What follows belongs to an exercise in optimizing a design on an open flow for small area and a short achievable clock period; a production flow would make more cautious choices. No functional check of the RTL was part of any run shown here. No activity file was given, so power comes from the tool's default toggle rates.

`design.v`:
```
module fpu_ss_multi_scoreboard #(
    parameter int NB_CORES     = 2,
    parameter int NUM_REGS     = 32,
    parameter int CNT_W        = 2,
    parameter int MAX_INFLIGHT = 8,
    parameter int IN_ORDER_WB  = 1,
    localparam int CORE_W      = (NB_CORES > 1) ? $clog2(NB_CORES) : 1,
    localparam int REG_W       = $clog2(NUM_REGS),
    localparam int INF_W       = $clog2(MAX_INFLIGHT + 1)
) (
    input  logic                clk_i,
    input  logic                rst_ni,
    input  logic                disp_valid_i,
    output logic                disp_ready_o,
    input  logic [CORE_W-1:0]   disp_core_i,
    input  logic [3*REG_W-1:0]  disp_rs_i,
    input  logic [2:0]          disp_rs_use_i,
    input  logic [REG_W-1:0]    disp_rd_i,
    input  logic                disp_rd_fp_i,
    input  logic                fpu_wb_valid_i,
    input  logic [CORE_W-1:0]   fpu_wb_core_i,
    input  logic [REG_W-1:0]    fpu_wb_rd_i,
    input  logic                lsu_wb_valid_i,
    input  logic [CORE_W-1:0]   lsu_wb_core_i,
    input  logic [REG_W-1:0]    lsu_wb_rd_i,
    output logic [5:0]          fwd_sel_o,
    output logic [INF_W-1:0]    inflight_o,
    output logic                err_o
);
    localparam int NS    = MAX_INFLIGHT;
    localparam int TAG_W = CORE_W + REG_W;
    logic [TAG_W-1:0] tag_q [NS];
    logic [CNT_W-1:0] cnt_q [NS];
    logic [INF_W-1:0] inflight_q;
    logic             err_q;
    logic [NS-1:0]    live, one, full, core_m, rd_m, fpu_m, lsu_m, fpu_fw, lsu_fw, blk;
    logic [NS-1:0]    alloc, inc_s, fpu_s, lsu_s;
    logic [NS-1:0]    rs_m [3];
    logic [2:0]       raw_haz;
    logic [5:0]       fwd_sel;
    logic             hazard, inc, rd_hit, rd_full, fpu_hit, fpu_multi, lsu_hit;
    logic             same_tgt, fpu_ok, lsu_ok, err_set;
    always_comb begin
        for (int s = 0; s < NS; s++) begin
            live[s]   = (cnt_q[s] != '0);
            one[s]    = (cnt_q[s] == CNT_W'(1));
            full[s]   = (cnt_q[s] == '1);
            core_m[s] = live[s] && (tag_q[s][REG_W +: CORE_W] == disp_core_i);
            rd_m[s]   = core_m[s] && (tag_q[s][REG_W-1:0] == disp_rd_i);
            fpu_m[s]  = fpu_wb_valid_i && live[s] && (tag_q[s] == {fpu_wb_core_i, fpu_wb_rd_i});
            lsu_m[s]  = lsu_wb_valid_i && live[s] && (tag_q[s] == {lsu_wb_core_i, lsu_wb_rd_i});
            fpu_fw[s] = one[s] && fpu_m[s] && !lsu_m[s];
            lsu_fw[s] = one[s] && lsu_m[s] && !fpu_m[s];
            blk[s]    = live[s] && !fpu_fw[s] && !lsu_fw[s];
            for (int i = 0; i < 3; i++)
                rs_m[i][s] = disp_rs_use_i[i] && core_m[s]
                          && (tag_q[s][REG_W-1:0] == disp_rs_i[i*REG_W +: REG_W]);
        end
        for (int i = 0; i < 3; i++) begin
            raw_haz[i]       = |(rs_m[i] & blk);
            fwd_sel[2*i]     = |(rs_m[i] & fpu_fw);
            fwd_sel[2*i + 1] = |(rs_m[i] & lsu_fw);
        end
    end
    always_comb begin
        rd_full  = |(rd_m & full);
        hazard   = (|raw_haz) || (disp_rd_fp_i && (rd_full || inflight_q[INF_W-1]));
        inc      = disp_valid_i && !hazard && disp_rd_fp_i;
        rd_hit   = |rd_m;
        fpu_hit   = |fpu_m;
        fpu_multi = |(fpu_m & ~one);
        lsu_hit   = |lsu_m;
        same_tgt  = fpu_wb_valid_i && lsu_wb_valid_i
                 && (fpu_wb_core_i == lsu_wb_core_i) && (fpu_wb_rd_i == lsu_wb_rd_i);
        fpu_ok    = fpu_hit;
        lsu_ok    = same_tgt ? fpu_multi : lsu_hit;
        err_set   = (fpu_wb_valid_i && !fpu_ok) || (lsu_wb_valid_i && !lsu_ok);
        for (int s = 0; s < NS; s++) begin
            alloc[s] = !live[s];
            for (int t = 0; t < s; t++)
                if (!live[t]) alloc[s] = 1'b0;
        end
        inc_s = {NS{inc}} & (rd_hit ? rd_m : alloc);
        fpu_s = fpu_m;
        lsu_s = {NS{lsu_ok}} & lsu_m;
    end
    assign disp_ready_o = !hazard;
    assign fwd_sel_o    = fwd_sel;
    assign inflight_o   = inflight_q;
    assign err_o        = err_q;
    always_ff @(posedge clk_i) begin
        for (int s = 0; s < NS; s++)
            if (!live[s])
                tag_q[s] <= {disp_core_i, disp_rd_i};
    end
    always_ff @(posedge clk_i or negedge rst_ni) begin
        if (!rst_ni) begin
            for (int s = 0; s < NS; s++)
                cnt_q[s] <= '0;
            inflight_q <= '0;
            err_q      <= 1'b0;
        end else begin
            for (int s = 0; s < NS; s++)
                cnt_q[s] <= cnt_q[s] + CNT_W'(inc_s[s]) - CNT_W'(fpu_s[s]) - CNT_W'(lsu_s[s]);
            inflight_q <= inflight_q + INF_W'(inc) - INF_W'(fpu_ok) - INF_W'(lsu_ok);
            if (err_set)
                err_q <= 1'b1;
        end
    end
endmodule
```
`run.sh`:
```
#!/bin/bash
# synth_recipe.tcl (not shown) runs the flow's synth.tcl, then flattens the netlist and writes it again
# the make line also repeats each setting of config.mk as NAME=value (left out here)
make -C /OpenROAD-flow-scripts/flow DESIGN_CONFIG=/design/flow/config.mk WORK_HOME=/design/flow/orfs CLKGATE_MAP_FILE= SYNTH_SCRIPT=/design/flow/synth_recipe.tcl finish
```
`constraint.sdc`:
```
create_clock -name core_clock -period 10.0 [get_ports {clk_i}]
set_input_delay 2.0000 -clock core_clock [delete_from_list [all_inputs] [get_ports {clk_i}]]
set_output_delay 2.0000 -clock core_clock [all_outputs]
set_load 0.01 [all_outputs]
```
`config.mk`:
```
export PLATFORM = sky130hd
export DESIGN_NAME = fpu_ss_multi_scoreboard
export DESIGN_NICKNAME = fpu_ss_multi_scoreboard
export VERILOG_FILES = /design/flow/design.v
export SDC_FILE = /design/flow/constraint.sdc
export NUM_CORES = 4
export LEC_CHECK = 0
export CAP_MARGIN = 20
export CORE_MARGIN = 2
export CORE_UTILIZATION = 30
export PLACE_DENSITY = 0.5
export SLEW_MARGIN = 20
```
==> results.cfg, run 1 <==
[synthesis]
ys_ff_latch = 69
synth_edf_count = 48
synth_cells = 799
yosys.area.top_type_share_pct = 20.8
yosysMostFrequentCell = xnor2_1
yosysTopAreaCell = xnor2_1
synth.area.mux_share_pct = 0
ys.flop_type = edfxtp_1
synth_commonest_cells = xnor2_1, xor2_1, edfxtp_1, nand2_1, nand4_1
netlist_area_um2 = 7240
synth.area.top_cells = xnor2_1, edfxtp_1, xor2_1, dfrtp_1, nand4_1
synthXorXnorAreaFrac_pct = 36.2
synth_adder_area_share_pct = 4.67
synth-simple-area-share_pct = 18.5
postSynth.asyncResetShare_pct = 30.4
seq_area_frac_synth_pct = 27.2
synth_nets = 862
synth-compound-area-share_pct = 5.93
syn_area_per_cell_um2 = 9.06
synth_warnings = 4
synth.distinct_cells = 56
synth_top_family_by_area = XOR/XNOR gates

[die]
start_util_pct = 30.7
die_w_um = 159
num_rows = 56
die-area_um2 = 25400
die_h_um = 159
ios = 54
design.core.area_um2 = 23500

[setup_path]
worst-endpoint-arrival_ps = 5950
end_kind = output port
path_max_fanout = 10
r2r_cells = 13
worstPathCellList = clkdlybuf4s50_1, xnor2_1, nand4_1, or4_1, xor2_1, a21oi_1, o21ai_1, or3_1, a211oi_1, clkdlybuf4s50_1
crit_top_cell = clkdlybuf4s50_1
path_class = in2out
required_ps = 8000
r2r-start = cnt_q[5][1]
cp_slowest_stage_delay_ps = 730
timing.critical_path.from_type = input pin
cp_slowest_cell = or4_1
r2r_slack_ps = 5440
r2r-end = cnt_q[7][1]

[clock_tree]
clock_latency_ps = 350
cts.path.max_buffers = 2
root_buffer = clkbuf_16
clk_pin_slew_ps = 50
cts_num_sinks = 69
cts_tree = done
cts_buffers = 9
hold_buffers = 0
postCtsSetupBuffers = 0
htreeDepth = 3
post_cts_resized = 0

[placed_design]
dp.cells = 1098
hpwl_um = 20800
portBuffers = 53
globalplace.congestion = 0.959

[detailed_routing]
ant_nets = 0
vias = 6119
first_iter_violations = 724
routed_via_density = 5.49
drt_first_pass_iters = 5
drt_wl_total_um = 26600
wl_per_cell_um = 23.9
drcViolationCount = 0

[min_path]
holdPathStages = 2
min_to = err_q
min_from = err_q
hold_path_class = reg2reg

[flow_run]
maxCapViolCount = 0

[global_routing]
grt_usage_pct = 21.0
overflow = 0
grt_use_met2_pct = 33.2
globalRouteMet3Util_pct = 3.36
grt_pass1_vias = 6028
met1_usage_pct = 28.5
grt_max_degree = 22
grt_pass1_wl_um = 39700
antenna_found_initial = 0
grt_busiest_layer = met2

[timing]
slew_headroom_pct = 26.8
finalSetupViolCount = 0
hold_slack_ps = 512
setup_tns_ps = 0
drv_slew = 0
skew_ps = 8.92
tightestPinTransition_ps = 1090
final_hold_viol_count = 0
period_minus_slack_ps = 7950
fmax_mhz = 126
rsz0062_at_grt = false
finalCritPeriodShare_pct = 79.5

[layout]
n_antenna_cell = 0
final_core_util_pct = 34.4
final_cells = 1114
finalNetCount = 853
syn2layout_area_growth_pct = 11.9
drive_gt1_share_pct = 5.41

[power]
power_density_nw_per_um2 = 222
ir_worst_vdd_v = 0.0000904
p_leak_uw = 0.00275

[status]
status = finished clean
==> worst max-delay path, delay by kind of cell <==
kind                   cells  cell delay (ps)
AO/OA/AOI/OAI              3              480
buffers and inverters      2             1290
AND/OR/NAND/NOR            3             1480
XOR/XNOR                   2              670
==> kinds of logic (layout without fill, tap and decap cells) <==
group / after synthesis / after routing
flip-flops: 69 / 69
AO/OA/AOI/OAI: 62 / 62
buffers and inverters: 109 / 105
XOR/XNOR: 296 / 296
adder cells (fa/ha/maj): 21 / 21
AND/OR/NAND/NOR: 242 / 242
==> flip-flops by register name (all words and copies together) (netlist names) <==
register	flops
cnt_q	16
inflight_q	4
tag_q	48
err_q	1
==> routing by layer <==
metal | vias up | part of all wire, %
li1 | 2711 | -
met1 | 3044 | 44
met2 | 304 | 45
met3 | 60 | 7.0
met4 | 0 | 3.7
met5 | - | 0
==> layout by cell type, fill, tap and decap left out, types with 22 or more instances in the layout <==
master,instances
nor2_1,36
inv_1,25
nor3_1,22
xnor2_1,172
xor2_1,120
nand2_1,45
edfxtp_1,48
clkdlybuf4s50_1,52
nor4_1,28
nand4_1,45
==> layout make-up <==
type                    instances  area (um^2)
well taps                     319          399
repair buffers                 64          608
flip-flops and latches         69         1970
fillers                      2445        15400
inverters                      25         93.8
multi-input cells             621         4730
clock buffers                   9          225
clock inverters                 7         75.1
==> report_power, final <==
part / total [uW] / leakage, uW / internal (uW) / switching (uW)
logic: 748 / 0.00188 / 352 / 396
clock network: 323 / 0.000140 / 194 / 130
registers: 731 / 0.000730 / 440 / 291
==> stage by stage <==
stage                     power, uW  setup WS, ps  instance area [um^2]
after floorplan                1190          3730                  7240
after global placement         1460          2080                  7800
after detailed placement       1460          2060                  7800
after CTS                      1790          2060                  8100
after global routing           1890          1910                  8100
final                          1800          2050                  8100
==> how the worst max path moves through the flow <==
stage	from	end	slack, ps	cells past startpoint
5_1_grt	lsu_wb_rd_i[3]	disp_ready_o	1910	10
3_3_place_gp	lsu_wb_rd_i[3]	disp_ready_o	2080	10
3_5_place_dp	fpu_wb_core_i[0]	disp_ready_o	2060	10
4_1_cts	fpu_wb_core_i[0]	disp_ready_o	2060	10
2_1_floorplan	lsu_wb_rd_i[4]	disp_ready_o	3730	10
6_report	fpu_wb_core_i[0]	disp_ready_o	2050	10
==> inputs of run 2 (changes only) <==
--- a/config.mk
+++ b/config.mk
@@ -9,4 +9,5 @@
 export CORE_MARGIN = 2
 export CORE_UTILIZATION = 30
 export PLACE_DENSITY = 0.5
+export SETUP_SLACK_MARGIN = 4
 export SLEW_MARGIN = 20
==> run 2 against run 1 <==
Compared with the run above:
- hold slack improved by 3.2 ps
- critical path depth rose by 2
- die area did not move
- synthesized cell count did not move
- global-route usage rose by 1.3 points
- first-iteration DRC count fell by 31%
- via count rose by 4.8%
- combinational power rose by 15%
- worst setup slack improved by 1700 ps
- area after synthesis did not move
- highest routed layer unchanged
==> results.cfg, run 2 <==
[synthesis]
synth_warnings = 4
yosys.area.top_type_share_pct = 20.8
netlist_area_um2 = 7240
synth_cells = 799
synth_edf_count = 48
synth.area.top_cells = xnor2_1, edfxtp_1, xor2_1, dfrtp_1, nand4_1
ys_ff_latch = 69
seq_area_frac_synth_pct = 27.2
synth_commonest_cells = xnor2_1, xor2_1, edfxtp_1, nand2_1, nand4_1
yosysMostFrequentCell = xnor2_1
yosysTopAreaCell = xnor2_1
synth.distinct_cells = 56
ys.flop_type = edfxtp_1
postSynth.asyncResetShare_pct = 30.4
syn_area_per_cell_um2 = 9.06
synth_nets = 862

[layout]
final_common_cell = xnor2_1
largest-register = tag_q
largest_reg_flops = 48
drive_gt1_share_pct = 26.1
n_antenna_cell = 0
fill_cells = 2350
layout_common_cells = xnor2_1, xor2_1, buf_4
finalNetCount = 905
syn2layout_area_growth_pct = 28.9
reg_top3 = tag_q (48), cnt_q (16), inflight_q (4)

[detailed_routing]
first_iter_violations = 496
drt_first_pass_iters = 5
routed_via_density = 5.50
ant_nets = 0
vias = 6412
drcViolationCount = 0
drt_wl_total_um = 28600
wl_per_cell_um = 24.5

[clock_tree]
cts_buffers = 9
cts.path.max_buffers = 2
clk_pin_slew_ps = 70
clock_latency_ps = 360
root_buffer = clkbuf_16
cts_tree = done
cts_num_sinks = 69
htreeDepth = 3

[die]
design.core.area_um2 = 23500
num_rows = 56
die-area_um2 = 25400
ios = 54
die_h_um = 159
die_w_um = 159
start_util_pct = 30.7

[power]
p_seq_share_pct = 38.6
internal-power_uw = 1050
swShare_pct = 46.0
clock_power_share_pct = 17.0
p_leak_uw = 0.00335
power.total_uw = 1940
combPwrFrac_pct = 44.4
ir_worst_vdd_v = 0.0000939
p_switching_uw = 894
power_density_nw_per_um2 = 208

[timing]
fmax_mhz = 160
drv_slew = 0
setup_tns_ps = 0
period_minus_slack_ps = 6240
finalCritPeriodShare_pct = 62.4
slew_headroom_pct = 34.9
finalWorstSetupSlack_ps = 3760
hold_slack_ps = 516
finalSetupViolCount = 0
final_hold_viol_count = 0
rsz0062_at_grt = true
tightestPinTransition_ps = 973
skew_ps = 12.2

[global_routing]
grt_usage_pct = 22.3
overflow = 0
grt_pass1_wl_um = 41900
grt_max_degree = 22
antenna_found_initial = 0
grt_pass1_vias = 6284

[status]
status = finished clean

[flow_run]
maxCapViolCount = 0

[placed_design]
portBuffers = 53
hpwl_um = 20700
place_ws_ps = 2220
globalplace.congestion = 0.952

[setup_path]
required_ps = 8000
worst-endpoint-arrival_ps = 4240
path_max_fanout = 5
r2r_slack_ps = 5560
path_class = in2out
timing.critical_path.from_type = input pin
end_kind = output port

[min_path]
hold_path_class = reg2reg
-- run 2: cell type report --
type                    count  area (um^2)  share of cell area (%)
repair buffers            116         1150                    12.3
multi-input cells         621         5410                    58.0
inverters                  25          108                    1.15
well taps                 319          399                    4.28
flip-flops and latches     69         1970                    21.1
clock inverters             7         72.6                   0.778
clock buffers               9          225                    2.41
-- run 2: stage by stage --
| step | cells | utilization, % | area, um^2 |
|---|---|---|---|
| after floorplan | 799 | - | 7360 |
| after detailed placement | 1095 | 33.3 | 7840 |
| after global routing | 1166 | 39.6 | 9330 |
| after CTS | 1151 | 38.2 | 8990 |
| after global placement | 1095 | 33.3 | 7840 |
| final | 1166 | 39.6 | 9330 |
-- run 2: worst paths after layout --
kind | from | to | depth (start not counted)
setup reg to reg | cnt_q[4][1] | cnt_q[7][1] | 14
max in group asynchronous | rst_ni | cnt_q[6][1] | 1
hold reg to reg | err_q | err_q | 2
setup / recovery | lsu_wb_valid_i | disp_ready_o | 12
hold / removal | err_q | err_q | 2
min in group asynchronous | rst_ni | cnt_q[1][0] | 1
-- run 2: power by group through the flow --
stage | Sequential, uW | Combinational, uW | Clock [uW]
CTS | 728 | 827 | 338
finish | 750 | 862 | 331
global placement | 728 | 733 | 0
global route | 755 | 938 | 350
detailed placement | 725 | 740 | 0
floorplan | 493 | 715 | 0
-- run 2: routing by layer --
metal  routed length [um]  global-route usage [%]  vias to the layer above
met3                 2450                    3.91                       60
met1                12100                    30.4                     3166
met2                12900                    35.2                      356
li1                     -                       -                     2830
met5                    0                       0                        -
met4                 1120                    8.80                        0
-- run 2: logic make-up after synthesis --
group	after synthesis	share of synthesized area [%]
AOI/OAI and AO/OA	62	5.93
xor gates and xnor gates	296	36.2
adders and majority gates	21	4.67
DFF	69	27.2
and+or+nand+nor	242	18.5
buffers and inverters	109	7.45
-- run 2: worst max-delay path, stage by stage --
cell	delay [ps]
clkbuf_4	150
clkinvlp_4	140
buf_4	160
buf_4	130
nor4_1	360
buf_4	260
xor2_1	80
o21a_1	200
nor4b_4	330
nand2_2	100
a211oi_4	150
buf_2	160
-- run 2: what timing repair did --
item	CTS	global route
resized for setup	260	54
endpoints found under the setup margin	22	12
hold buffers	0	0
buffers inserted	39	14
cloned	1	1
pin swaps	39	33
==> inputs of run 3 (changes only) <==
--- a/config.mk
+++ b/config.mk
@@ -9,5 +9,5 @@
 export CORE_MARGIN = 2
 export CORE_UTILIZATION = 30
 export PLACE_DENSITY = 0.5
-export SETUP_SLACK_MARGIN = 4
+export SETUP_SLACK_MARGIN = 3
 export SLEW_MARGIN = 20
==> run 3 against run 2 <==
Compared with the run above:
- hold slack got worse by 3.2 ps
- worst setup slack got worse by 630 ps
- final area fell by 12%
- flip-flop and latch count unchanged
- register-to-register slack got worse by 280 ps
- non-clock buffer count is 52 lower
- sequential power decreased by 2%
- global-route usage is 1.3 points lower
- clock power is 2% lower
- die area is the same
- largest power group unchanged
- highest routed layer unchanged
==> results.cfg, run 3 <==
[clock_tree]
clk_pin_slew_ps = 50
root_buffer = clkbuf_16
postCtsSetupBuffers = 0
cts.path.max_buffers = 2
htreeDepth = 3
cts_num_sinks = 69
cts_tree = done
clock_latency_ps = 350
cts_buffers = 9

[power]
power.total_uw = 1820
combPwrFrac_pct = 41.9
p_leak_uw = 0.00279
p_seq_share_pct = 40.3
ir_worst_vdd_v = 0.000103
internal-power_uw = 987
power_density_nw_per_um2 = 222
p_switching_uw = 831
swShare_pct = 45.7
clock_power_share_pct = 17.8

[synthesis]
yosysMostFrequentCell = xnor2_1
synth.area.top_cells = xnor2_1, edfxtp_1, xor2_1, dfrtp_1, nand4_1
postSynth.asyncResetShare_pct = 30.4
synth.distinct_cells = 56
synth_edf_count = 48
synth_nets = 862
synth_commonest_cells = xnor2_1, xor2_1, edfxtp_1, nand2_1, nand4_1
yosysTopAreaCell = xnor2_1
netlist_area_um2 = 7240
seq_area_frac_synth_pct = 27.2
yosys.area.top_type_share_pct = 20.8
syn_area_per_cell_um2 = 9.06
ys.flop_type = edfxtp_1
synth_cells = 799
synth_warnings = 4
ys_ff_latch = 69

[detailed_routing]
drt_wl_total_um = 26900
drt_first_pass_iters = 5
wl_per_cell_um = 24.1
drcViolationCount = 0
first_iter_violations = 633
vias = 6123
ant_nets = 0
routed_via_density = 5.50

[min_path]
holdPathStages = 2
hold_path_class = reg2reg
min_to = err_q
min_from = err_q

[timing]
rsz0062_at_grt = false
finalCritPeriodShare_pct = 68.6
fmax_mhz = 146
drv_slew = 0
finalWorstSetupSlack_ps = 3140
finalSetupViolCount = 0
setup_tns_ps = 0
skew_ps = 9.21
tightestPinTransition_ps = 1260
period_minus_slack_ps = 6860
final_hold_viol_count = 0
slew_headroom_pct = 16.0

[layout]
n_antenna_cell = 0
finalNetCount = 853
largest_reg_flops = 48
largest-register = tag_q
layout_common_cells = xnor2_1, xor2_1, edfxtp_1
drive_gt1_share_pct = 8.68
syn2layout_area_growth_pct = 13.3
final_common_cell = xnor2_1
reg_top3 = tag_q (48), cnt_q (16), inflight_q (4)
final_core_util_pct = 34.8
fin_area_um2 = 8200

[setup_path]
required_ps = 8000
timing.critical_path.from_type = input pin
r2r-end = cnt_q[7][1]
worst-endpoint-arrival_ps = 4860
r2r_slack_ps = 5280
r2r-start = cnt_q[5][1]
r2r_cells = 13
end_kind = output port
path_max_fanout = 9
path_class = in2out

[global_routing]
antenna_found_initial = 0
grt_pass1_wl_um = 39700
grt_pass1_vias = 6024
overflow = 0
grt_max_degree = 22
grt_usage_pct = 21.0

[die]
die_h_um = 159
start_util_pct = 30.7
num_rows = 56
design.core.area_um2 = 23500
die_w_um = 159
die-area_um2 = 25400
ios = 54

[placed_design]
portBuffers = 53
postPlaceCellArea_um2 = 7800
globalplace.congestion = 0.959
hpwl_um = 20800
place_ws_ps = 2060

[status]
status = finished clean

[flow_run]
maxCapViolCount = 0
## run 3: cell counts after synthesis
Identical to the previous run, type by type.
## run 3: through the flow
stage	hold WS, ps	instances
2_1_floorplan	478	799
3_3_place_gp	520	1098
3_5_place_dp	522	1098
4_1_cts	534	1114
5_1_grt	551	1114
6_report	512	1114
## run 3: area by class of cell
type / count / area (um^2)
Fill cell: 2426 / 15300
Multi-Input combinational cell: 621 / 4820
Sequential cell: 69 / 1970
Timing Repair Buffer: 64 / 623
Tap cell: 319 / 399
Clock buffer: 9 / 225
Inverter: 25 / 93.8
Clock inverter: 7 / 75.1
## run 3: kinds of logic (layout without fill, tap and decap cells)
kind of cell,after synthesis,after routing,share of synthesized area [%]
fa+ha+maj,21,21,4.67
flops,69,69,27.2
buf+inv,109,105,7.45
xor+xnor,296,296,36.2
simple gates,242,242,18.5
compound gates,62,62,5.93
## run 3: power groups by stage
stage / Clock, uW / Combinational (uW) / Sequential, uW
floorplan: 0 / 701 / 493
finish: 324 / 763 / 732
global placement: 0 / 735 / 725
global route: 343 / 827 / 738
CTS: 330 / 758 / 716
detailed placement: 0 / 742 / 721
## run 3: how the worst max path moves through the flow
stage	startpoint	slack, ps	to	cells past startpoint
6_report	fpu_wb_rd_i[1]	3140	fwd_sel_o[1]	11
5_1_grt	fpu_wb_valid_i	3030	fwd_sel_o[0]	9
4_1_cts	lsu_wb_valid_i	2830	disp_ready_o	9
3_5_place_dp	fpu_wb_core_i[0]	2060	disp_ready_o	10
3_3_place_gp	lsu_wb_rd_i[3]	2080	disp_ready_o	10
2_1_floorplan	lsu_wb_rd_i[4]	3730	disp_ready_o	10
## run 3: what timing repair did
item                                   CTS  global route
endpoints found under the hold margin    0             0
pin swaps                                0             0
setup endpoints to repair                7             7
hold buffers                             0             0
gates cloned                             0             0
gates resized for setup                 51             6
## run 3: metal layers
layer,vias up,GRT usage (%),routed length (um)
met5,-,0,0
met4,0,8.55,960
met3,59,3.44,2060
met2,301,33.5,12200
met1,3046,28.4,11700
li1,2717,-,-
## run 3: critical path, stage by stage
cell and delay, ps:
clkdlybuf4s15_2 330, xnor2_1 270, nand4_1 260, nor4_4 460
inv_1 230, nand4_1 180, inv_1 80, o2bb2ai_1 120
a221oi_1 210, o2111ai_1 180, clkdlybuf4s50_1 530
==> inputs of run 4 (changes only) <==
--- a/config.mk
+++ b/config.mk
@@ -9,5 +9,5 @@
 export CORE_MARGIN = 2
 export CORE_UTILIZATION = 30
 export PLACE_DENSITY = 0.5
-export SETUP_SLACK_MARGIN = 3
+export SETUP_SLACK_MARGIN = 3.5
 export SLEW_MARGIN = 20
==> run 4 against run 3 <==
Compared with the run above:
- clock power is essentially flat
- power up 1.2%
- synthesized cell count unchanged
- final cell count about the same
- via count fell by 0.28%
- die area is the same
- first-iteration DRC count down 15%
- sequential power hardly changed
- flip-flop and latch count stayed put
- critical endpoint unchanged
- largest power group unchanged
==> results.cfg, run 4 <==
[clock_tree]
cts_num_sinks = 69
cts.path.max_buffers = 2
root_buffer = clkbuf_16
cts_buffers = 9
clock_latency_ps = 350
hold_buffers = 0
htreeDepth = 3
clk_pin_slew_ps = 50
cts_tree = done

[detailed_routing]
drcViolationCount = 0
ant_nets = 0
drt_first_pass_iters = 5
vias = 6106
routed_via_density = 5.48
wl_per_cell_um = 24.2
first_iter_violations = 539
drt_wl_total_um = 27000

[synthesis]
synth_warnings = 4
synth_edf_count = 48
yosysMostFrequentCell = xnor2_1
ys.flop_type = edfxtp_1
synth.area.top_cells = xnor2_1, edfxtp_1, xor2_1, dfrtp_1, nand4_1
seq_area_frac_synth_pct = 27.2
postSynth.asyncResetShare_pct = 30.4
ys_ff_latch = 69
syn_area_per_cell_um2 = 9.06
netlist_area_um2 = 7240
synth_nets = 862
synth.distinct_cells = 56
synth_commonest_cells = xnor2_1, xor2_1, edfxtp_1, nand2_1, nand4_1
yosysTopAreaCell = xnor2_1
synth_cells = 799
yosys.area.top_type_share_pct = 20.8

[die]
start_util_pct = 30.7
die-area_um2 = 25400
num_rows = 56
ios = 54
design.core.area_um2 = 23500
die_w_um = 159
die_h_um = 159

[setup_path]
worst-endpoint-arrival_ps = 4540
end_kind = output port
worstPathCellList = clkbuf_4, xnor2_1, nand4_1, or4_4, nor3_1, a221oi_1, o2111ai_1, clkdlybuf4s50_1
required_ps = 8000
timing.critical_path.from_type = input pin
cp_slowest_stage_delay_ps = 590
path_max_fanout = 9
path_class = in2out
r2r_cells = 13
r2r-end = cnt_q[7][1]
r2r_slack_ps = 5660
cp_slowest_cell = clkdlybuf4s50_1
r2r-start = cnt_q[5][0]

[timing]
skew_ps = 8.48
fmax_mhz = 153
finalSetupViolCount = 0
final_hold_viol_count = 0
tightestPinTransition_ps = 993
finalCritPeriodShare_pct = 65.4
slew_headroom_pct = 33.5
drv_slew = 0
finalWorstSetupSlack_ps = 3460
rsz0062_at_grt = true
period_minus_slack_ps = 6540
setup_tns_ps = 0

[layout]
n_antenna_cell = 0
syn2layout_area_growth_pct = 14.1
final_common_cell = xnor2_1
fill_cells = 2439
largest-register = tag_q
drive_gt1_share_pct = 12.2
reg_top3 = tag_q (48), cnt_q (16), inflight_q (4)
finalNetCount = 854
final_cells = 1115
largest_reg_flops = 48
final_core_util_pct = 35.1
layout_common_cells = xnor2_1, xor2_1, edfxtp_1

[global_routing]
grt_usage_pct = 21.2
grt_max_degree = 22
overflow = 0
antenna_found_initial = 0
grt_pass1_vias = 6008
grt_pass1_wl_um = 40000

[placed_design]
hpwl_um = 20800
globalplace.congestion = 0.959
portBuffers = 53
place_ws_ps = 2060
dp.cells = 1098

[min_path]
min_from = err_q
holdPathStages = 2
min_to = err_q
hold_path_class = reg2reg

[power]
power_density_nw_per_um2 = 223
ir_worst_vdd_v = 0.0000941
p_leak_uw = 0.00287

[status]
status = finished clean

[flow_run]
maxCapViolCount = 0
run 4: cell counts after synthesis:
Identical to the previous run, type by type.
run 4: cell type report:
cell class                      instances  area [um^2]  share of cell area, %
Clock buffer                            9          225                   2.73
Sequential cell                        69         1970                   23.8
Multi-Input combinational cell        621         4960                   60.1
Inverter                               25         93.8                   1.14
Tap cell                              319          399                   4.83
Timing Repair Buffer                   65          534                   6.47
Clock inverter                          7         75.1                  0.909
run 4: through the flow:
stage	hold WS (ps)	power, uW	area, um^2
CTS	534	1810	8190
floorplan	478	1190	7240
detailed placement	522	1460	7800
finish	513	1840	8260
global route	551	1930	8260
global placement	520	1460	7800
run 4: worst max path at each step:
stage / start / endpoint / slack [ps]
floorplan: lsu_wb_rd_i[4] / disp_ready_o / 3730
global placement: lsu_wb_rd_i[3] / disp_ready_o / 2080
detailed placement: fpu_wb_core_i[0] / disp_ready_o / 2060
CTS: fpu_wb_core_i[0] / disp_ready_o / 3410
global route: lsu_wb_rd_i[0] / disp_ready_o / 3430
finish: lsu_wb_rd_i[0] / fwd_sel_o[1] / 3460
run 4: metal layers:
metal,up-vias,GRT usage (%),share of wire (%)
li1,2720,-,-
met2,289,33.7,46
met5,-,0,0
met1,3028,28.8,44
met3,69,3.31,6.7
met4,0,8.43,3.8
run 4: kinds of logic (layout without fill, tap and decap cells):
family	Yosys count	count (layout)	synth area share (%)
DFF	69	69	27.2
and+or+nand+nor	242	242	18.5
xor gates and xnor gates	296	296	36.2
AOI/OAI and AO/OA	62	62	5.93
adders and majority gates	21	21	4.67
buffers and inverters	109	106	7.45
run 4: repair_timing:
| action | 4_1_cts | 5_1_grt |
|---|---|---|
| pin swaps | 5 | 3 |
| endpoints found under the hold margin | 0 | 0 |
| setup buffers | 1 | 0 |
| gates resized for setup | 113 | 32 |
| setup endpoints to repair | 7 | 7 |
run 4: critical path: cells and delay by family:
| kind | cells | cell delay (ps) |
|---|---|---|
| simple gates | 3 | 1220 |
| buf+inv | 2 | 790 |
| compound gates | 2 | 310 |
| xor+xnor | 1 | 200 |
run 4: where the power goes:
part | switching (uW) | internal [uW] | total, uW
registers | 295 | 439 | 734
logic | 426 | 356 | 782
clock network | 130 | 194 | 324
==> inputs of run 5 (changes only) <==
--- a/config.mk
+++ b/config.mk
@@ -7,7 +7,7 @@
 export LEC_CHECK = 0
 export CAP_MARGIN = 20
 export CORE_MARGIN = 2
-export CORE_UTILIZATION = 30
-export PLACE_DENSITY = 0.5
-export SETUP_SLACK_MARGIN = 3.5
+export CORE_UTILIZATION = 60
+export PLACE_DENSITY = 0.75
+export SETUP_SLACK_MARGIN = 4
 export SLEW_MARGIN = 20
==> run 5 against run 4 <==
Compared with the run above:
- maximum frequency is 5.6% higher
- synthesized cell count unchanged
- routed wire length decreased by 4.4%
- final cell count decreased by 14%
- worst setup slack better by 350 ps
- clock skew about the same
- critical path depth down 2
- via count up 6.1%
- final area up 3.0%
- utilization up 36 points
- global-route usage grew 20 points
- register-to-register slack worse by 160 ps
- critical path type unchanged
- highest routed layer unchanged
==> results.cfg, run 5 <==
[status]
status = finished clean

[timing]
slew_headroom_pct = 34.5
skew_ps = 8.54
drv_slew = 0
finalCritPeriodShare_pct = 61.9
finalSetupViolCount = 0
fmax_mhz = 161
setup_tns_ps = 0
period_minus_slack_ps = 6190
final_hold_viol_count = 0
rsz0062_at_grt = true
hold_slack_ps = 485
tightestPinTransition_ps = 979

[setup_path]
path_class = in2out
cp_slowest_stage_delay_ps = 710
end_kind = output port
worstPathCellList = clkdlybuf4s50_1, nand4_1, nor4_2, a221oi_1, nand2_1, clkdlybuf4s50_1
worst-endpoint-arrival_ps = 4190
required_ps = 8000
path_max_fanout = 8
crit_top_cell = clkdlybuf4s50_1
timing.critical_path.from_type = input pin
cp_slowest_cell = clkdlybuf4s50_1

[detailed_routing]
ant_nets = 0
drt_first_pass_iters = 6
routed_via_density = 6.72
vias = 6476
wl_per_cell_um = 26.7
drcViolationCount = 0
drt_wl_total_um = 25800
first_iter_violations = 909

[synthesis]
ys_ff_latch = 69
yosys.area.top_type_share_pct = 20.8
synth.area.top_cells = xnor2_1, edfxtp_1, xor2_1, dfrtp_1, nand4_1
netlist_area_um2 = 7240
syn_area_per_cell_um2 = 9.06
yosysTopAreaCell = xnor2_1
synth_warnings = 4
seq_area_frac_synth_pct = 27.2
ys.flop_type = edfxtp_1
synth_commonest_cells = xnor2_1, xor2_1, edfxtp_1, nand2_1, nand4_1
postSynth.asyncResetShare_pct = 30.4
synth_cells = 799
synth.distinct_cells = 56
yosysMostFrequentCell = xnor2_1
synth_nets = 862
synth_edf_count = 48

[clock_tree]
hold_buffers = 0
clk_pin_slew_ps = 50
root_buffer = clkbuf_16
clock_latency_ps = 340
cts_tree = done
htreeDepth = 3
cts_num_sinks = 69
cts_buffers = 9
cts.path.max_buffers = 2

[die]
die_h_um = 114
num_rows = 40
ios = 54
design.core.area_um2 = 11900
die-area_um2 = 13000
die_w_um = 114
start_util_pct = 60.8

[layout]
reg_top3 = tag_q (48), cnt_q (16), inflight_q (4)
final_common_cell = xnor2_1
syn2layout_area_growth_pct = 17.5
largest-register = tag_q
drive_gt1_share_pct = 19.8
largest_reg_flops = 48
layout_common_cells = xnor2_1, xor2_1, edfxtp_1
n_antenna_cell = 0
finalNetCount = 875

[global_routing]
grt_pass1_vias = 6419
overflow = 0
grt_max_degree = 22
grt_pass1_wl_um = 38800
antenna_found_initial = 0
grt_usage_pct = 40.7

[min_path]
hold_path_class = reg2reg

[power]
p_leak_uw = 0.00306
ir_worst_vdd_v = 0.000222
power_density_nw_per_um2 = 217

[flow_run]
maxCapViolCount = 0

[placed_design]
globalplace.congestion = 0.983
hpwl_um = 19000
portBuffers = 53
## run 5: cell types whose count changed in the layout (fill, tap and decap cells not counted), moves of 4 or more
cell,previous run,this run
nor4_4,5,10
clkdlybuf4s50_1,17,10
xnor2_1,166,160
buf_8,0,9
clkbuf_4,5,1
buf_4,12,31
nor4_1,16,12
dlygate4sd2_1,15,2
clkdlybuf4s15_2,0,12
xnor2_2,10,15
## run 5: per-layer routing
layer	global-route usage [%]	routed length, um
met1	55.0	9900
met5	0	0
met2	61.8	11400
met3	7.92	2980
met4	22.1	1500
## run 5: final cells by class
class	instances	area (um^2)
inverters	25	100
flip-flops and latches	69	1970
multi-input cells	621	5170
fillers	900	3410
clock buffers	10	229
repair buffers	86	805
clock inverters	6	53.8
well taps	147	184
## run 5: metrics by stage
stage | instances | power (uW) | worst slack (ps) | cell area (um^2) | util (%)
6_report | 964 | 1850 | 3810 | 8510 | 71.4
5_1_grt | 964 | 1930 | 3750 | 8510 | 71.4
3_5_place_dp | 918 | 1430 | 2250 | 7580 | 63.7
4_1_cts | 955 | 1800 | 3900 | 8400 | 70.5
2_1_floorplan | 799 | 1210 | 3970 | 7360 | -
3_3_place_gp | 918 | 1390 | 2290 | 7580 | 63.7
## run 5: report_power, final
group	total [uW]	switching, uW	internal, uW
logic	810	434	376
registers	724	284	440
clock network	313	123	190
## run 5: cells by family after synthesis
logic type,synth area share [%]
and+or+nand+nor,18.5
AOI/OAI and AO/OA,5.93
adders and majority gates,4.67
xor gates and xnor gates,36.2
buffers and inverters,7.45
DFF,27.2
## run 5: final timing paths
path	start	endpoint	slack, ps	cells after the start
max in group asynchronous	rst_ni	cnt_q[6][0]	8020	1
min in group asynchronous	rst_ni	cnt_q[4][1]	1630	1
worst min-delay path	err_q	err_q	490	2
worst max register to register	cnt_q[6][1]	cnt_q[7][1]	5500	13
worst max-delay path	disp_rs_use_i[0]	fwd_sel_o[0]	3810	6
worst min register to register	err_q	err_q	490	2
## run 5: worst max-delay path: cells and delay by family
family / cells / cell delay, ps
AOI/OAI and AO/OA: 1 / 150
and+or+nand+nor: 3 / 790
buffers and inverters: 2 / 1250
## run 5: timing repair
action	in CTS	in global routing
buffers inserted	21	9
resized for setup	259	26
setup endpoints to repair	16	7
pin swaps	37	17
==> inputs of run 6 (changes only) <==
==> flow/run.sh (new file) <==
#!/bin/bash
# The standard layout, with the port buffers made as buf_4 cells instead of the
# resizer's default pick, so the ports do not start out behind slow delay cells.
set -euo pipefail
bash standard.sh "BUFFER_PORTS_ARGS=-buffer_cell sky130_fd_sc_hd__buf_4" ${EXTRA_VARS:-} finish > orfs_finish.log 2>&1
==> standard.sh (new file) <==
#!/bin/bash
# synth_recipe.tcl (not shown) runs the flow's synth.tcl, then flattens the netlist and writes it again
# the make line also repeats each setting of config.mk as NAME=value (left out here)
make -C /OpenROAD-flow-scripts/flow DESIGN_CONFIG=/design/flow/config.mk WORK_HOME=/design/flow/orfs CLKGATE_MAP_FILE= SYNTH_SCRIPT=/design/flow/synth_recipe.tcl "${@:-finish}"
removed: run.sh
==> run 6 against run 5 <==
Compared with the run above:
- hold slack worse by 6.3 ps
- flip-flop and latch count unchanged
- maximum frequency up 0.90%
- clock skew down 0.64 ps
- critical path type unchanged
- critical endpoint is now disp_ready_o
==> results.cfg, run 6 <==
[global_routing]
grt_busiest_layer = met2
overflow = 0
grt_pass1_vias = 6339
met1_usage_pct = 55.8
grt_pass1_wl_um = 38700
grt_max_degree = 22
antenna_found_initial = 0
grt_use_met2_pct = 63.0
grt_usage_pct = 40.9
globalRouteMet3Util_pct = 7.49

[synthesis]
ys_ff_latch = 69
synth_cells = 799
synth_commonest_cells = xnor2_1, xor2_1, edfxtp_1, nand2_1, nand4_1
synth.area.top_cells = xnor2_1, edfxtp_1, xor2_1, dfrtp_1, nand4_1
yosysMostFrequentCell = xnor2_1
synth.distinct_cells = 56
netlist_area_um2 = 7240
seq_area_frac_synth_pct = 27.2
synth_nets = 862
postSynth.asyncResetShare_pct = 30.4
yosysTopAreaCell = xnor2_1
synth_warnings = 4
yosys.area.top_type_share_pct = 20.8
ys.flop_type = edfxtp_1
syn_area_per_cell_um2 = 9.06
synth_edf_count = 48

[detailed_routing]
drt_first_pass_iters = 6
vias = 6584
drt_wl_total_um = 26200
wl_per_cell_um = 27.1
drcViolationCount = 0
routed_via_density = 6.82
first_iter_violations = 1086
ant_nets = 0

[timing]
period_minus_slack_ps = 6140
fmax_mhz = 163
slew_headroom_pct = 29.7
setup_tns_ps = 0
final_hold_viol_count = 0
tightestPinTransition_ps = 1050
finalCritPeriodShare_pct = 61.4
rsz0062_at_grt = true
drv_slew = 0
finalSetupViolCount = 0
skew_ps = 7.89

[setup_path]
timing.critical_path.from_type = input pin
worst-endpoint-arrival_ps = 4140
end_kind = output port
path_class = in2out
r2r_slack_ps = 5320
required_ps = 8000
path_max_fanout = 9

[die]
die_w_um = 114
start_util_pct = 60.8
num_rows = 40
ios = 54
die_h_um = 114
die-area_um2 = 13000
design.core.area_um2 = 11900

[layout]
fin_area_um2 = 8500
largest-register = tag_q
layout_common_cells = xnor2_1, xor2_1, buf_4
final_common_cell = xnor2_1
largest_reg_flops = 48
finalNetCount = 877
n_antenna_cell = 0
reg_top3 = tag_q (48), cnt_q (16), inflight_q (4)
drive_gt1_share_pct = 21.9
syn2layout_area_growth_pct = 17.4

[clock_tree]
root_buffer = clkbuf_16
cts_buffers = 9
hold_buffers = 0
cts_num_sinks = 69
clk_pin_slew_ps = 60
cts_tree = done
htreeDepth = 3
clock_latency_ps = 350
cts.path.max_buffers = 2

[power]
swShare_pct = 45.6
p_switching_uw = 854
combPwrFrac_pct = 43.2
power_density_nw_per_um2 = 220
ir_worst_vdd_v = 0.000187
p_leak_uw = 0.00315
power.total_uw = 1870
clock_power_share_pct = 17.3
internal-power_uw = 1020
p_seq_share_pct = 39.5

[placed_design]
hpwl_um = 19300
globalplace.congestion = 1.06
postPlaceCellArea_um2 = 7470
portBuffers = 53

[flow_run]
maxCapViolCount = 0

[status]
status = finished clean

[min_path]
hold_path_class = reg2reg
==> run 6: layout make-up <==
cell class	count	area [um^2]
well taps	147	184
flip-flops and latches	69	1970
multi-input cells	621	5160
clock buffers	14	285
repair buffers	88	790
fillers	914	3410
inverters	25	100
clock inverters	2	12.5
==> run 6: per-stage QoR <==
stage	utilization, %	worst slack [ps]	hold slack (ps)	instances
final	71.3	3860	479	966
after global routing	71.3	3790	513	966
after CTS	67.9	3870	489	950
after detailed placement	62.7	3450	476	920
after global placement	62.7	3480	470	920
after floorplan	-	3970	478	799
==> run 6: final timing paths <==
kind,from,to,cells past startpoint
hold / removal,err_q,err_q,2
max in group asynchronous,rst_ni,err_q,1
hold reg to reg,err_q,err_q,2
setup / recovery,lsu_wb_rd_i[2],disp_ready_o,10
min in group asynchronous,rst_ni,cnt_q[3][0],1
setup reg to reg,cnt_q[6][1],cnt_q[7][1],13
==> run 6: kinds of logic (layout without fill, tap and decap cells) <==
logic type / count (synthesis) / after routing / share of synthesized area (%)
AOI/OAI and AO/OA: 62 / 62 / 5.93
adders and majority gates: 21 / 21 / 4.67
and+or+nand+nor: 242 / 242 / 18.5
xor gates and xnor gates: 296 / 296 / 36.2
buffers and inverters: 109 / 129 / 7.45
DFF: 69 / 69 / 27.2
==> run 6: power groups by stage <==
stage / logic (uW) / clock network [uW] / registers, uW
floorplan: 715 / 0 / 493
global placement: 701 / 0 / 712
detailed placement: 725 / 0 / 713
CTS: 764 / 323 / 710
global route: 871 / 334 / 739
finish: 808 / 323 / 739
==> run 6: worst max-delay path, cell delays in order <==
cell and delay [ps]:
buf_6 140, xnor2_2 140, nand4_1 170, nor4_4 480, xor2_1 160, a21oi_2 240
o22ai_2 120, or3_4 400, a211oi_4 150, buf_4 150
==> run 6: routing by layer <==
layer	routed length, um	vias up
li1	-	2768
met1	9910	3167
met2	11700	540
met3	3190	109
met4	1360	0
met5	0	-
==> run 6: timing repair <==
| action | CTS | global route |
|---|---|---|
| setup endpoints to repair | 7 | 7 |
| gates cloned | 1 | 0 |
| buffers inserted | 13 | 16 |
| gates resized for setup | 38 | 51 |
| pin swaps | 18 | 31 |
==> inputs of run 7 (changes only) <==
--- a/config.mk
+++ b/config.mk
@@ -9,5 +9,6 @@
 export CORE_MARGIN = 2
 export CORE_UTILIZATION = 60
 export PLACE_DENSITY = 0.75
-export SETUP_SLACK_MARGIN = 4
+export SETUP_SLACK_MARGIN = 4.5
 export SLEW_MARGIN = 20
+export TNS_END_PERCENT = 0
==> run 7 against run 6 <==
Compared with the run above:
- still clean
- final cell count decreased by 0.62%
- utilization decreased by 1.6 points
- maximum frequency is 2.2% lower
- combinational power decreased by 0.9%
- sequential power barely moved
- worst setup slack lost 140 ps
- non-clock buffer count fell by 6
- final area down 2.2%
- power down 0.50%
- global-route usage decreased by 0.057 points
- critical path type unchanged
- critical endpoint unchanged
- highest routed layer unchanged
==> results.cfg, run 7 <==
[detailed_routing]
drt_wl_total_um = 26200
vias = 6633
routed_via_density = 6.91
first_iter_violations = 1099
drt_first_pass_iters = 6
drcViolationCount = 0
wl_per_cell_um = 27.3
ant_nets = 0

[setup_path]
cp_slowest_cell = nor4_2
r2r_slack_ps = 5300
timing.critical_path.from_type = input pin
crit_family = buffers and inverters
end_kind = output port
path_max_fanout = 5
path_class = in2out
r2r_cells = 13
r2r-end = cnt_q[7][1]
path_buf_inv = 5
required_ps = 8000
cp_slowest_stage_delay_ps = 470
crit_top_cell = buf_4
r2r-start = cnt_q[6][1]
worstPathCellList = buf_4, clkinvlp_4, buf_12, nor4_2, buf_4, xor2_1, o21a_1, nor4b_4, nand2_2, a211oi_4, buf_4
startpoint = lsu_wb_valid_i
worst-endpoint-arrival_ps = 4270

[placed_design]
place_ws_ps = 3450
dp.cells = 920
globalplace.congestion = 1.06
hpwl_um = 19300
portBuffers = 53

[min_path]
holdPathStages = 2
min_from = err_q
min_to = err_q
hold_path_class = reg2reg

[synthesis]
seq_area_frac_synth_pct = 27.2
synth.distinct_cells = 56
synth_nets = 862
synth_cells = 799
netlist_area_um2 = 7240
postSynth.asyncResetShare_pct = 30.4
yosysMostFrequentCell = xnor2_1
synth.area.top_cells = xnor2_1, edfxtp_1, xor2_1, dfrtp_1, nand4_1
synth_commonest_cells = xnor2_1, xor2_1, edfxtp_1, nand2_1, nand4_1
ys_ff_latch = 69
yosysTopAreaCell = xnor2_1
synth_edf_count = 48
synth_warnings = 4
yosys.area.top_type_share_pct = 20.8
syn_area_per_cell_um2 = 9.06
ys.flop_type = edfxtp_1

[global_routing]
antenna_found_initial = 0
grt_pass1_wl_um = 38600
grt_usage_pct = 40.9
grt_max_degree = 22
grt_pass1_vias = 6346
overflow = 0

[clock_tree]
htreeDepth = 3
cts_tree = done
root_buffer = clkbuf_16
clk_pin_slew_ps = 60
clock_latency_ps = 350
cts_buffers = 9
cts.path.max_buffers = 2
cts_num_sinks = 69

[timing]
finalCritPeriodShare_pct = 62.7
setup_tns_ps = 0
hold_slack_ps = 479
finalWorstSetupSlack_ps = 3730
slew_headroom_pct = 30.4
drv_slew = 0
tightestPinTransition_ps = 1040
period_minus_slack_ps = 6270
finalSetupViolCount = 0
final_hold_viol_count = 0
rsz0062_at_grt = true
fmax_mhz = 159
skew_ps = 7.70

[layout]
reg_top3 = tag_q (48), cnt_q (16), inflight_q (4)
n_antenna_cell = 0
final_cells = 960
finalNetCount = 871
largest-register = tag_q
final_common_cell = xnor2_1
layout_common_cells = xnor2_1, xor2_1, buf_4
fill_cells = 939
drive_gt1_share_pct = 18.6
largest_reg_flops = 48
syn2layout_area_growth_pct = 14.8

[die]
num_rows = 40
ios = 54
die_w_um = 114
start_util_pct = 60.8
die_h_um = 114
design.core.area_um2 = 11900
die-area_um2 = 13000

[power]
power.total_uw = 1860
p_leak_uw = 0.00306
ir_worst_vdd_v = 0.000188
power_density_nw_per_um2 = 224

[status]
status = finished clean

[flow_run]
maxCapViolCount = 0
==> run 7: cell counts after synthesis <==
No cell type changed its count.
==> run 7: final cells by class <==
| type | instances | area [um^2] | area share (%) |
|---|---|---|---|
| Sequential cell | 69 | 1970 | 23.7 |
| Multi-Input combinational cell | 621 | 5040 | 60.6 |
| Timing Repair Buffer | 82 | 724 | 8.72 |
| Tap cell | 147 | 184 | 2.21 |
| Clock buffer | 14 | 285 | 3.43 |
| Inverter | 25 | 97.6 | 1.17 |
| Clock inverter | 2 | 12.5 | 0.151 |
==> run 7: cells by family (layout without fill, tap and decap cells) <==
kind of cell             count (synthesis)  in the layout  synth area share, %
AO/OA/AOI/OAI                           62             62                 5.93
flip-flops                              69             69                 27.2
XOR/XNOR                               296            296                 36.2
AND/OR/NAND/NOR                        242            242                 18.5
adder cells (fa/ha/maj)                 21             21                 4.67
buffers and inverters                  109            123                 7.45
==> run 7: worst max path at each step <==
stage | end | slack [ps] | depth (start not counted)
global route | disp_ready_o | 3710 | 11
detailed placement | disp_ready_o | 3450 | 10
floorplan | disp_ready_o | 3970 | 11
finish | disp_ready_o | 3730 | 11
CTS | disp_ready_o | 3870 | 10
global placement | disp_ready_o | 3480 | 10
==> run 7: layer usage <==
| metal | track usage, % | vias up | wire [um] |
|---|---|---|---|
| li1 | - | 2747 | - |
| met1 | 55.2 | 3191 | 9850 |
| met2 | 63.1 | 567 | 11500 |
| met3 | 7.70 | 128 | 3280 |
| met4 | 20.7 | 0 | 1590 |
| met5 | 0 | - | 0 |
==> run 7: what timing repair did <==
item / 4_1_cts / 5_1_grt
hold buffers: 0 / 0
endpoints found under the hold margin: 0 / 0
pin swaps: 17 / 28
gates cloned: 1 / 0
setup buffers: 12 / 11
setup endpoints to repair: 7 / 13
gates resized for setup: 32 / 30
==> run 7: through the flow <==
step | utilization [%] | instance area (um^2)
final | 69.7 | 8310
after global routing | 69.7 | 8310
after floorplan | - | 7360
after detailed placement | 62.7 | 7470
after CTS | 67.6 | 8050
after global placement | 62.7 | 7470
==> run 7: tightest hold or removal path: stages, from the launching register on <==
cell and delay, ps:
dfrtp_1 340, inv_1 40, o221ai_1 60
==> run 7: power by group <==
group | internal, uW | switching (uW)
Sequential | 440 | 298
Clock | 197 | 125
Combinational | 378 | 423
Total | 1010 | 847
==> inputs of run 8 (changes only) <==
==> flow/run.sh (replaced) <==
#!/bin/bash
# The standard layout, with the port buffers made as buf_4 cells instead of the
# resizer's default pick, so the ports do not start out behind slow delay cells.
set -euo pipefail
bash standard.sh "BUFFER_PORTS_ARGS=-buffer_cell sky130_fd_sc_hd__buf_4" RECOVER_POWER=100 ${EXTRA_VARS:-} finish > orfs_finish.log 2>&1
--- a/config.mk
+++ b/config.mk
@@ -9,6 +9,5 @@
 export CORE_MARGIN = 2
 export CORE_UTILIZATION = 60
 export PLACE_DENSITY = 0.75
-export SETUP_SLACK_MARGIN = 4.5
+export SETUP_SLACK_MARGIN = 4
 export SLEW_MARGIN = 20
-export TNS_END_PERCENT = 0
==> run 8 against run 7 <==
Compared with the run above:
- utilization increased by 0.81 points
- sequential share of layout area decreased by 0.27 points
- register-to-register slack lost 300 ps
- die area did not move
- largest power group unchanged
- critical path type unchanged
- global-route usage rose by 0.057 points
- maximum frequency shrank 7.9%
- final cell count is 0.63% higher
==> results.cfg, run 8 <==
[power]
p_switching_uw = 847
p_seq_share_pct = 39.9
ir_worst_vdd_v = 0.000185
p_leak_uw = 0.00308
clock_power_share_pct = 17.4
combPwrFrac_pct = 42.7
internal-power_uw = 1000
power_density_nw_per_um2 = 220
swShare_pct = 45.8

[setup_path]
cp_slowest_cell = nor4_1
path_buf_inv = 2
end_kind = output port
path_max_fanout = 16
crit_family = simple AND/OR/NAND/NOR gates
worst-endpoint-arrival_ps = 4810
path_class = in2out
worstPathCellList = clkbuf_1, xnor2_1, o21ai_0, nor4_1, o22a_1, nor4b_4, nand2_1, a211oi_4, buf_4
startpoint = disp_core_i[0]
required_ps = 8000
timing.critical_path.from_type = input pin
r2r-start = cnt_q[4][1]
cp_slowest_stage_delay_ps = 930

[timing]
skew_ps = 6.65
final_hold_viol_count = 0
setup_tns_ps = 0
finalSetupViolCount = 0
drv_slew = 0
rsz0062_at_grt = true
finalCritPeriodShare_pct = 68.1
tightestPinTransition_ps = 1270
slew_headroom_pct = 14.8
fmax_mhz = 147
period_minus_slack_ps = 6810

[detailed_routing]
drcViolationCount = 0
routed_via_density = 6.86
ant_nets = 0
drt_wl_total_um = 26200
first_iter_violations = 1085
wl_per_cell_um = 27.1
vias = 6627
drt_first_pass_iters = 6

[synthesis]
synth_nets = 862
synth_edf_count = 48
ys.flop_type = edfxtp_1
synthXorXnorAreaFrac_pct = 36.2
synth_warnings = 4
ys_ff_latch = 69
synth.area.top_cells = xnor2_1, edfxtp_1, xor2_1, dfrtp_1, nand4_1
yosys.area.top_type_share_pct = 20.8
yosysTopAreaCell = xnor2_1
synth-simple-area-share_pct = 18.5
synth_top_family_by_area = XOR/XNOR gates
synth.area.mux_share_pct = 0
synth_cells = 799
yosysMostFrequentCell = xnor2_1
synth_adder_area_share_pct = 4.67
seq_area_frac_synth_pct = 27.2
netlist_area_um2 = 7240
postSynth.asyncResetShare_pct = 30.4
synth-compound-area-share_pct = 5.93
synth_commonest_cells = xnor2_1, xor2_1, edfxtp_1, nand2_1, nand4_1
synth.distinct_cells = 56
syn_area_per_cell_um2 = 9.06

[die]
start_util_pct = 60.8
num_rows = 40
die-area_um2 = 13000
die_h_um = 114
ios = 54
die_w_um = 114
design.core.area_um2 = 11900

[placed_design]
postPlaceCellArea_um2 = 7470
hpwl_um = 19300
globalplace.congestion = 1.06
portBuffers = 53
dp.cells = 920

[clock_tree]
clk_pin_slew_ps = 60
root_buffer = clkbuf_16
cts_buffers = 9
cts_tree = done
htreeDepth = 3
cts_num_sinks = 69
hold_buffers = 0
clock_latency_ps = 350
cts.path.max_buffers = 2

[global_routing]
grt_pass1_vias = 6339
grt_pass1_wl_um = 38700
overflow = 0
grt_max_degree = 22
antenna_found_initial = 0
grt_usage_pct = 40.9

[layout]
final_cells = 966
drive_gt1_share_pct = 18.9
syn2layout_area_growth_pct = 16.1
largest_reg_flops = 48
fin_area_um2 = 8400
layout_common_cells = xnor2_1, xor2_1, buf_4
finalNetCount = 877
reg_top3 = tag_q (48), cnt_q (16), inflight_q (4)
final_common_cell = xnor2_1
largest-register = tag_q
n_antenna_cell = 0

[min_path]
hold_path_class = reg2reg
min_from = err_q

[flow_run]
maxCapViolCount = 0

[status]
status = finished clean
## run 8: cell counts after synthesis
Identical to the previous run, type by type.
## run 8: timing repair
item                                   4_1_cts  5_1_grt
setup endpoints to repair                    7        7
setup buffers                               13       16
resized for setup                           38       51
endpoints found under the hold margin        0        0
pin swaps                                   18       31
gates cloned                                 1        0
## run 8: worst paths after layout
path / end / slack, ps / cells past startpoint
setup / recovery: disp_ready_o / 3190 / 9
hold / removal: err_q / 480 / 2
setup reg to reg: cnt_q[7][1] / 5000 / 13
hold reg to reg: err_q / 480 / 2
max in group asynchronous: cnt_q[5][0] / 7480 / 1
min in group asynchronous: cnt_q[3][0] / 1850 / 1
## run 8: metal layers
metal | share of wire [%] | GRT usage (%)
met5 | 0 | 0
met4 | 5.7 | 20.1
met3 | 12 | 7.49
met2 | 45 | 63.0
met1 | 37 | 55.8
## run 8: final cells by class
| cell class | instances | area (um^2) |
|---|---|---|
| Tap cell | 147 | 184 |
| Clock inverter | 2 | 12.5 |
| Multi-Input combinational cell | 621 | 5140 |
| Clock buffer | 14 | 285 |
| Fill cell | 939 | 3510 |
| Sequential cell | 69 | 1970 |
| Timing Repair Buffer | 88 | 718 |
| Inverter | 25 | 100 |
## run 8: power by group through the flow
stage	Sequential [uW]	Clock, uW	Combinational [uW]
finish	739	322	790
global route	739	334	855
CTS	710	323	764
detailed placement	713	0	725
global placement	712	0	701
floorplan	493	0	715
## run 8: through the flow
stage | hold WS (ps) | worst slack (ps) | util (%) | power, uW
CTS | 489 | 3870 | 67.9 | 1800
global route | 508 | 3110 | 70.5 | 1930
global placement | 470 | 3480 | 62.7 | 1410
finish | 476 | 3190 | 70.5 | 1850
floorplan | 478 | 3970 | - | 1210
detailed placement | 476 | 3450 | 62.7 | 1440
## run 8: cells by family (layout without fill, tap and decap cells)
kind of cell | Yosys count | in the layout
DFF | 69 | 69
AOI/OAI and AO/OA | 62 | 62
buffers and inverters | 109 | 129
and+or+nand+nor | 242 | 242
xor gates and xnor gates | 296 | 296
adders and majority gates | 21 | 21
## run 8: worst register-to-register path, cell delays in order, from the launching register on
cell and delay [ps]:
dfrtp_1 440, nor2_1 970, nor2_1 350, nand4_1 320
nor4bb_1 370, nand4_1 220, nor3b_1 560, nand4b_1 190
a211o_2 390, fa_1 530, inv_1 40, ha_1 180
xnor2_1 190, xnor2_1 150
==> inputs of run 9 (changes only) <==
==> flow/run.sh (replaced) <==
#!/bin/bash
# The standard layout, with the port buffers made as buf_4 cells instead of the
# resizer's default pick, so the ports do not start out behind slow delay cells.
set -euo pipefail
bash standard.sh "BUFFER_PORTS_ARGS=-buffer_cell sky130_fd_sc_hd__buf_4" ${EXTRA_VARS:-} finish > orfs_finish.log 2>&1
--- a/config.mk
+++ b/config.mk
@@ -8,6 +8,7 @@
 export CAP_MARGIN = 20
 export CORE_MARGIN = 2
 export CORE_UTILIZATION = 60
+export CTS_BUF_LIST = sky130_fd_sc_hd__clkbuf_8
 export PLACE_DENSITY = 0.75
-export SETUP_SLACK_MARGIN = 4
+export SETUP_SLACK_MARGIN = 3.75
 export SLEW_MARGIN = 20
==> run 9 against run 8 <==
Compared with the run above:
- clock power is 24% lower
- sequential share of layout area is 1.1 points higher
- utilization is 3.1 points lower
- highest routed layer unchanged
- flip-flop and latch count stayed put
- global-route usage is 0.75 points higher
- critical path type unchanged
- critical endpoint unchanged
- via count is 2.3% lower
- clock skew is 4.9 ps higher
==> results.cfg, run 9 <==
[layout]
fin_area_um2 = 8040
syn2layout_area_growth_pct = 11.1
drive_gt1_share_pct = 17.6
largest_reg_flops = 48
n_antenna_cell = 0
largest-register = tag_q
final_common_cell = xnor2_1
seqCellArea_um2 = 1970
layout_common_cells = xnor2_1, xor2_1, buf_4
multiInputGateArea_um2 = 4990
finalNetCount = 864
fill_cells = 936
reg_top3 = tag_q (48), cnt_q (16), inflight_q (4)

[min_path]
hold_path_class = reg2reg
min_to = err_q
min_from = err_q
holdPathStages = 2

[synthesis]
yosysTopAreaCell = xnor2_1
synth.area.top_cells = xnor2_1, edfxtp_1, xor2_1, dfrtp_1, nand4_1
synth_commonest_cells = xnor2_1, xor2_1, edfxtp_1, nand2_1, nand4_1
synth.distinct_cells = 56
yosys.area.top_type_share_pct = 20.8
synth_edf_count = 48
ys_ff_latch = 69
synth_cells = 799
netlist_area_um2 = 7240
synth_warnings = 4
seq_area_frac_synth_pct = 27.2
ys.flop_type = edfxtp_1
syn_area_per_cell_um2 = 9.06
yosysMostFrequentCell = xnor2_1
postSynth.asyncResetShare_pct = 30.4
synth_nets = 862

[die]
design.core.area_um2 = 11900
die_h_um = 114
ios = 54
die_w_um = 114
num_rows = 40
start_util_pct = 60.8
die-area_um2 = 13000

[setup_path]
required_ps = 8000
end_kind = output port
worst-endpoint-arrival_ps = 4280
timing.critical_path.from_type = input pin
r2r-start = cnt_q[1][0]
r2r_slack_ps = 5550
path_max_fanout = 16
startpoint = disp_core_i[0]
r2r-end = inflight_q[3]
r2r_cells = 15
path_class = in2out

[clock_tree]
hold_buffers = 0
cts_buffers = 9
clk_pin_slew_ps = 90
root_buffer = clkbuf_8
cts_num_sinks = 69
cts.path.max_buffers = 2
clock_latency_ps = 380
cts_tree = done
htreeDepth = 3

[detailed_routing]
first_iter_violations = 892
drt_wl_total_um = 26500
drcViolationCount = 0
ant_nets = 0
drt_first_pass_iters = 6
wl_per_cell_um = 27.8
routed_via_density = 6.79
vias = 6475

[status]
status = finished clean

[timing]
drv_slew = 0
tightestPinTransition_ps = 1020
setup_tns_ps = 0
period_minus_slack_ps = 6280
hold_slack_ps = 519
skew_ps = 11.5
final_hold_viol_count = 0
fmax_mhz = 159
slew_headroom_pct = 31.5
finalSetupViolCount = 0
rsz0062_at_grt = true
finalCritPeriodShare_pct = 62.8

[global_routing]
overflow = 0
grt_pass1_vias = 6250
grt_usage_pct = 41.7
grt_pass1_wl_um = 38800
antenna_found_initial = 0
grt_max_degree = 22

[placed_design]
globalplace.congestion = 1.08
portBuffers = 53
hpwl_um = 19600
postPlaceCellArea_um2 = 7420

[flow_run]
maxCapViolCount = 0

[power]
ir_worst_vdd_v = 0.000196
p_leak_uw = 0.00294
power_density_nw_per_um2 = 222
[run 9: cell counts after synthesis]
Identical to the previous run, type by type.
[run 9: through the flow]
step | setup WS (ps) | std cells | power, uW | utilization [%]
floorplan | 3810 | 799 | 1190 | -
global placement | 3220 | 921 | 1420 | 62.3
detailed placement | 3240 | 921 | 1450 | 62.3
CTS | 3770 | 941 | 1710 | 65.1
global route | 3690 | 953 | 1860 | 67.5
finish | 3720 | 953 | 1780 | 67.5
[run 9: critical path, stage by stage]
cell      delay [ps]
buf_4            210
xnor2_1          140
o21ai_0          320
nor4_1           970
o22a_1           310
nor4b_2           70
nand2_1           80
a211oi_2          40
buf_4            140
[run 9: cell families after synthesis]
logic type      share of synthesized area [%]
xor+xnor                                 36.2
simple gates                             18.5
buf+inv                                  7.45
flops                                    27.2
compound gates                           5.93
fa+ha+maj                                4.67
[run 9: cell type report]
type / count / area share [%]
multi-input combinational: 621 / 62.1
clock buffer: 9 / 1.54
sequential: 69 / 24.5
timing repair buffer: 75 / 7.49
clock inverter: 7 / 0.996
inverter: 25 / 1.17
tap: 147 / 2.29
[run 9: timing repair]
action,CTS,global route
resized for setup,18,30
setup buffers,4,12
pin swaps,4,16
gates cloned,0,0
endpoints found under the setup margin,1,7
[run 9: routing by layer]
metal / share of wire, % / wire length (um) / vias to the layer above / track usage (%)
met3: 13 / 3410 / 133 / 11.7
met4: 7.4 / 1950 / 0 / 27.4
met5: 0 / 0 / - / 0
li1: - / - / 2744 / -
met2: 42 / 11200 / 519 / 60.0
met1: 37 / 9900 / 3079 / 54.8
[run 9: worst max-delay path by stage]
stage / end / slack (ps) / cells after the start
global placement: disp_ready_o / 3220 / 10
detailed placement: disp_ready_o / 3240 / 10
floorplan: disp_ready_o / 3810 / 10
CTS: disp_ready_o / 3770 / 10
finish: disp_ready_o / 3720 / 9
global route: disp_ready_o / 3690 / 10
[run 9: power by group]
group | internal (uW) | switching, uW
clock | 118 | 126
sequential | 438 | 307
combinational | 366 | 427
total | 923 | 860

==> static timing again, ports no longer ideal <==
The flow's constraints put no driver on any port. The routed layouts listed below were extracted and timed again, unchanged, in two steps.
Step 1 (the two cells are an assumption about what drives the block):
set clk [get_ports {clk_i}]
set_driving_cell -lib_cell sky130_fd_sc_hd__clkbuf_16 $clk
set_driving_cell -lib_cell sky130_fd_sc_hd__buf_2 [delete_from_list [all_inputs] $clk]
Step 2, shift: input delay + t, output delay - t, t = (earliest + latest rising clock arrival at the registers) / 2. This alone moves slack from input paths to output paths.
a / b / c = no drivers / after step 1 / after step 2; a / b = the first two.
run | t, ns | setup slack, ns | worst hold slack (ns) | latest minus earliest clock arrival (ns)
run 1 | 0.386 | 2.054 / 2.028 / 2.028 | 0.512 / 0.512 / 0.512 | 0.009 / 0.009
run 2 | 0.393 | 3.765 / 3.724 / 3.724 | 0.516 / 0.516 / 0.516 | 0.012 / 0.012
run 3 | 0.387 | 3.137 / 3.116 / 3.116 | 0.512 / 0.512 / 0.512 | 0.009 / 0.009
run 4 | 0.389 | 3.460 / 3.438 / 3.438 | 0.513 / 0.513 / 0.513 | 0.008 / 0.008
run 5 | 0.369 | 3.808 / 3.765 / 3.765 | 0.485 / 0.485 / 0.485 | 0.008 / 0.009
run 6 | 0.386 | 3.863 / 3.798 / 3.798 | 0.479 / 0.479 / 0.479 | 0.008 / 0.007
run 7 | 0.385 | 3.727 / 3.693 / 3.693 | 0.479 / 0.479 / 0.479 | 0.009 / 0.009
run 8 | 0.388 | 3.189 / 3.162 / 3.162 | 0.476 / 0.476 / 0.476 | 0.007 / 0.007
run 9 | 0.413 | 3.720 / 3.698 / 3.698 | 0.519 / 0.519 / 0.519 | 0.012 / 0.012
After both steps setup and hold are still met in every run listed. For run 6, which loses most, drivers alone change the setup slack by -0.065 ns; drivers and shift together by -0.065 ns.
